This design comes from an exercise in tuning for small area, a short achievable clock period and few clock cycles per item on the open sky130 flow, not from production work. RTL that was checked went through simulation tests only; none was proved equivalent to the original. Power figures rest on the tool's default switching activity, not on a simulated workload.

==> flow/design.v <==
package gzb_pkg;
  localparam int GRID_COLS  = 4;
  localparam int GRID_ROWS  = 4;
  localparam int ZONE_COUNT = GRID_COLS * GRID_ROWS;
  localparam int FILL_W     = 9;     
  localparam int SCR_W      = 12;
  localparam int ZS_W       = SCR_W - 2;    
  localparam int COORD_W    = 14;
  localparam logic [SCR_W-1:0] SCR_W_RESET = SCR_W'(800);
  localparam logic [SCR_W-1:0] SCR_H_RESET = SCR_W'(600);
  localparam logic OP_CLEAR  = 1'b0;
  localparam logic OP_INSERT = 1'b1;
endpackage
import gzb_pkg::*;
module gzb_lanes (
  input  logic [gzb_pkg::ZS_W-1:0]   zs,
  input  logic [11:0]                b3,
  input  logic signed [13:0]         p,
  output logic [3:0]                 hit
);
  logic [11:0] b [5];
  logic [4:0]  lt, eq;
  logic        neg, big;
  assign b[0] = 12'd0;
  assign b[1] = 12'(zs);
  assign b[2] = {1'b0, zs, 1'b0};
  assign b[3] = b3;
  assign b[4] = {zs, 2'b00};
  assign neg  = p[13];
  assign big  = !p[13] && p[12];
  always_comb begin
    for (int k = 0; k < 5; k++) begin
      lt[k] = neg || (!big && (p[11:0] < b[k]));
      eq[k] = !neg && !big && (p[11:0] == b[k]);
    end
    for (int k = 0; k < 4; k++)
      hit[k] = !lt[k] && (lt[k+1] || eq[k+1]);
  end
endmodule
import gzb_pkg::*;
module grid_zone_binning (
  input  logic                           clk,
  input  logic                           rst_n,
  input  logic                           in_tvalid,
  output logic                           in_tready,
  input  logic [55:0]                    in_tdata,
  input  logic                           in_tuser,
  output logic                           out_tvalid,
  input  logic                           out_tready,
  output logic [15:0]                    out_tdata,
  output logic [1:0]                     out_tuser,
  output logic                           out_tlast,
  input  logic                           cfg_valid,
  output logic                           cfg_ready,
  input  logic [0:0]                     cfg_index,
  input  logic [11:0]                    cfg_data
);
  logic [ZS_W-1:0] zw_r, zh_r;
  logic [11:0]     bw3_r, bh3_r, b3_new;
  logic        rdy_r, rv_r, rop_r;
  logic [3:0]  rc0_r, rr0_r;
  logic [13:0] rx1_r, ry1_r;
  logic [3:0]  c0_hit, r0_hit, c1_hit, r1_hit;
  logic [13:0] x0, y0, x1, y1;
  logic        acc;
  logic [3:0]  col_hit, row_hit;
  logic        f1v, f2v, f1op, f2op;
  logic [3:0]  f1r, f1c, f2r, f2c;
  logic        hv, hop;
  logic [3:0]  hr, hc, hcl;
  logic [3:0]  rsel, csel;
  logic        step, pop, popd, last, last_c, hit;
  logic [1:0]  n_nxt;
  logic [2:0]  n_all;
  logic [3:0]  zone;
  logic        pv_r, phit_r, plast_r, pclr_r;
  logic [3:0]  pzone_r;
  logic [15:0] sel, sel_r, we, full;
  logic [8:0]  fs, inc;
  logic [8:0]  fill_r [ZONE_COUNT];
  logic [15:0] fv_r;
  logic        ov_r;
  logic [14:0] res, o_r;         
  assign cfg_ready = 1'b1;
  assign in_tready = rdy_r;
  assign acc       = in_tvalid && rdy_r;
  assign b3_new = 12'(cfg_data[SCR_W-1:2]) + {1'b0, cfg_data[SCR_W-1:2], 1'b0};
  always_ff @(posedge clk) begin
    if (!rst_n) begin
      zw_r  <= SCR_W_RESET[SCR_W-1:2];
      zh_r  <= SCR_H_RESET[SCR_W-1:2];
      bw3_r <= 12'(3 * (SCR_W_RESET / 4));
      bh3_r <= 12'(3 * (SCR_H_RESET / 4));
    end else if (cfg_valid) begin
      if (cfg_index == 1'b0) begin
        zw_r  <= cfg_data[SCR_W-1:2];
        bw3_r <= b3_new;
      end else begin
        zh_r  <= cfg_data[SCR_W-1:2];
        bh3_r <= b3_new;
      end
    end
  end
  assign x0 = {in_tdata[20], in_tdata[20:8]};
  assign y0 = {in_tdata[33], in_tdata[33:21]};
  assign x1 = x0 + 14'(in_tdata[42:34]);
  assign y1 = y0 + 14'(in_tdata[51:43]);
  gzb_lanes u_c0 (.zs(zw_r), .b3(bw3_r), .p(x0), .hit(c0_hit));
  gzb_lanes u_r0 (.zs(zh_r), .b3(bh3_r), .p(y0), .hit(r0_hit));
  always_ff @(posedge clk) begin
    rop_r <= in_tuser;
    rc0_r <= c0_hit;
    rr0_r <= r0_hit;
    rx1_r <= x1;
    ry1_r <= y1;
  end
  gzb_lanes u_c1 (.zs(zw_r), .b3(bw3_r), .p(rx1_r), .hit(c1_hit));
  gzb_lanes u_r1 (.zs(zh_r), .b3(bh3_r), .p(ry1_r), .hit(r1_hit));
  assign col_hit = rc0_r | c1_hit;
  assign row_hit = rr0_r | r1_hit;
  always_comb begin
    rsel = '0;
    csel = '0;
    for (int i = 3; i >= 0; i--) begin
      if (hr[i])  rsel = 4'(1) << i;
      if (hcl[i]) csel = 4'(1) << i;
    end
    for (int r = 0; r < 4; r++)
      for (int c = 0; c < 4; c++)
        sel[4*r+c] = rsel[r] && csel[c] && hit;
  end
  assign hit    = hv && hop && (hr != '0) && (hc != '0);
  assign last_c = (hcl & ~csel) == '0;
  assign last   = !hit || (last_c && ((hr & ~rsel) == '0));
  assign zone   = hit ? {rsel[3] | rsel[2], rsel[3] | rsel[1],
                         csel[3] | csel[2], csel[3] | csel[1]} : 4'd0;
  assign step   = !ov_r || out_tready;
  assign pop    = !hv || (step && last);
  assign popd   = hv && step && last;
  always_ff @(posedge clk) begin
    if (!rst_n) begin
      pv_r <= 1'b0;
    end else if (step) begin
      pv_r <= hv;
    end
  end
  always_ff @(posedge clk) begin
    if (step) begin
      phit_r  <= hit;
      plast_r <= last;
      pclr_r  <= hop == OP_CLEAR;
      pzone_r <= zone;
      sel_r   <= sel;
    end
  end
  always_comb begin
    fs = '0;
    for (int z = 0; z < ZONE_COUNT; z++) begin
      fs      = fs | ({9{sel_r[z] && fv_r[z]}} & fill_r[z]);
      full[z] = fv_r[z] && fill_r[z][8];
    end
  end
  assign inc  = fs + 9'd1;
  assign we   = (step && pv_r) ? (sel_r & ~full) : '0;
  assign res  = {fs[8], phit_r, plast_r, fs[7:0], pzone_r};
  assign n_nxt = 2'(hv) + 2'(f1v) + 2'(f2v) - 2'(popd);
  assign n_all = 3'(hv) + 3'(f1v) + 3'(f2v) + 3'(rv_r);
  always_ff @(posedge clk) begin
    if (!rst_n) begin
      hv  <= 1'b0;
      f1v <= 1'b0;
      f2v <= 1'b0;
    end else begin
      hv  <= pop ? (f1v || rv_r) : 1'b1;
      f1v <= pop ? (f2v || (f1v && rv_r)) : (f1v || (hv && rv_r));
      f2v <= pop ? (f2v && rv_r) : (f2v || (f1v && rv_r));
    end
  end
  always_ff @(posedge clk) begin
    if (pop) begin
      if (f1v) begin
        hop <= f1op;
        hr  <= f1r;
        hc  <= f1c;
        hcl <= f1c;
      end else begin
        hop <= rop_r;
        hr  <= row_hit;
        hc  <= col_hit;
        hcl <= col_hit;
      end
    end else if (step) begin
      if (last_c) begin
        hr  <= hr & ~rsel;
        hcl <= hc;
      end else begin
        hcl <= hcl & ~csel;
      end
    end
    if (pop ? f2v : 1'b0) begin
      f1op <= f2op;
      f1r  <= f2r;
      f1c  <= f2c;
    end else if (n_nxt == 2'd1) begin
      f1op <= rop_r;
      f1r  <= row_hit;
      f1c  <= col_hit;
    end
    if (n_nxt == 2'd2) begin
      f2op <= rop_r;
      f2r  <= row_hit;
      f2c  <= col_hit;
    end
  end
  always_ff @(posedge clk) begin
    if (!rst_n) begin
      rv_r  <= 1'b0;
      rdy_r <= 1'b0;
    end else begin
      rv_r  <= acc;
      if (acc) rdy_r <= popd ? (n_all <= 3'd2) : (n_all <= 3'd1);
      else     rdy_r <= popd ? (n_all <= 3'd3) : (n_all <= 3'd2);
    end
  end
  always_ff @(posedge clk) begin
    if (!rst_n) begin
      fv_r <= '0;
    end else if (step && pv_r && pclr_r) begin
      fv_r <= '0;
    end else begin
      fv_r <= fv_r | we;
    end
  end
  always_ff @(posedge clk) begin
    for (int z = 0; z < ZONE_COUNT; z++)
      if (we[z]) fill_r[z] <= inc;
  end
  always_ff @(posedge clk) begin
    if (!rst_n) begin
      ov_r <= 1'b0;
    end else if (step) begin
      ov_r <= pv_r;
    end
  end
  always_ff @(posedge clk) begin
    if (step) o_r <= res;
  end
  assign out_tvalid = ov_r;
  assign out_tdata  = {4'b0000, o_r[11:0]};
  assign out_tuser  = {o_r[14], o_r[13]};
  assign out_tlast  = o_r[12];
endmodule
make LEC_CHECK=0 ABC_CLOCK_PERIOD_IN_PS=2600 CAP_MARGIN=20 CORE_MARGIN=2 CORE_UTILIZATION=40 PLACE_DENSITY=0.6 SETUP_SLACK_MARGIN=3.4 SLEW_MARGIN=20 finish   # period 6.0 ns
run.sh (not shown) runs the stock make flow with config.mk's settings and CLKGATE_MAP_FILE= SYNTH_SCRIPT=/design/flow/synth_recipe.tcl, a recipe that flattens the netlist after the stock synthesis.
Testbench counts at the start, summed over its fixed seeds: cycles 8,777, items 4,800.
Change:
--- a/flow/design.v
+++ b/flow/design.v
@@ -73,11 +73,11 @@
   logic [1:0]  n_nxt;
   logic [2:0]  n_all;
   logic [3:0]  zone;
   logic        pv_r, phit_r, plast_r, pclr_r;
   logic [3:0]  pzone_r;
-  logic [15:0] sel, sel_r, we, full;
+  logic [15:0] sel, we, full;
   logic [8:0]  fs, inc;
   logic [8:0]  fill_r [ZONE_COUNT];
   logic [15:0] fv_r;
   logic        ov_r;
   logic [14:0] res, o_r;         
@@ -99,12 +99,12 @@
         zh_r  <= cfg_data[SCR_W-1:2];
         bh3_r <= b3_new;
       end
     end
   end
-  assign x0 = {in_tdata[20], in_tdata[20:8]};
-  assign y0 = {in_tdata[33], in_tdata[33:21]};
+  assign x0 = 14'($signed(in_tdata[20:8]));
+  assign y0 = 14'($signed(in_tdata[33:21]));
   assign x1 = x0 + 14'(in_tdata[42:34]);
   assign y1 = y0 + 14'(in_tdata[51:43]);
   gzb_lanes u_c0 (.zs(zw_r), .b3(bw3_r), .p(x0), .hit(c0_hit));
   gzb_lanes u_r0 (.zs(zh_r), .b3(bh3_r), .p(y0), .hit(r0_hit));
   always_ff @(posedge clk) begin
@@ -123,13 +123,10 @@
     csel = '0;
     for (int i = 3; i >= 0; i--) begin
       if (hr[i])  rsel = 4'(1) << i;
       if (hcl[i]) csel = 4'(1) << i;
     end
-    for (int r = 0; r < 4; r++)
-      for (int c = 0; c < 4; c++)
-        sel[4*r+c] = rsel[r] && csel[c] && hit;
   end
   assign hit    = hv && hop && (hr != '0) && (hc != '0);
   assign last_c = (hcl & ~csel) == '0;
   assign last   = !hit || (last_c && ((hr & ~rsel) == '0));
   assign zone   = hit ? {rsel[3] | rsel[2], rsel[3] | rsel[1],
@@ -148,22 +145,22 @@
     if (step) begin
       phit_r  <= hit;
       plast_r <= last;
       pclr_r  <= hop == OP_CLEAR;
       pzone_r <= zone;
-      sel_r   <= sel;
     end
   end
   always_comb begin
     fs = '0;
     for (int z = 0; z < ZONE_COUNT; z++) begin
-      fs      = fs | ({9{sel_r[z] && fv_r[z]}} & fill_r[z]);
+      sel[z]  = (pzone_r == 4'(z)) && phit_r;
+      fs      = fs | ({9{sel[z] && fv_r[z]}} & fill_r[z]);
       full[z] = fv_r[z] && fill_r[z][8];
     end
   end
   assign inc  = fs + 9'd1;
-  assign we   = (step && pv_r) ? (sel_r & ~full) : '0;
+  assign we   = (step && pv_r) ? (sel & ~full) : '0;
   assign res  = {fs[8], phit_r, plast_r, fs[7:0], pzone_r};
   assign n_nxt = 2'(hv) + 2'(f1v) + 2'(f2v) - 2'(popd);
   assign n_all = 3'(hv) + 3'(f1v) + 3'(f2v) + 3'(rv_r);
   always_ff @(posedge clk) begin
     if (!rst_n) begin
Effect: The changed run went through all stages and came out clean; power fell by 2.7%; count of clock-buffer cells in the layout increases by 1; sequential power is lower by about 6%; first-iteration DRC count increases by 17%; clock skew is higher by 0.0036 ns; clock power hardly moves; utilization came out higher by 2.5 points; via count grows by 3.6%.
Function not checked in the second run of this note: the RTL went through the layout flow alone.

separate check: timing with driven ports:
Ports are ideal in the flow. The routed layouts listed here were re-timed in OpenROAD.
Step 1, drivers: a clkbuf_16 drives clk and a buf_2 each remaining input, both assumed.
Step 2 also shifts input and output timing later by t, the mid clock arrival at the registers, as if the neighbouring blocks saw the same clock.
Three values: ideal, step 1, step 2; two values: the first two.
run | shift t [ns] | setup slack, ns | hold slack, ns | worst setup path after step 2
the first run | 0.575 | 3.229 / 3.229 / 2.795 | 0.422 / 0.422 / 0.422 | input to register
the second run | 0.577 | 3.020 / 3.020 / 2.788 | 0.417 / 0.417 / 0.417 | input to register
After both steps every run listed still meets setup and hold. The setup slack of the first run, which loses most, moves by 0.000 ns with the drivers and by -0.434 ns with both steps.
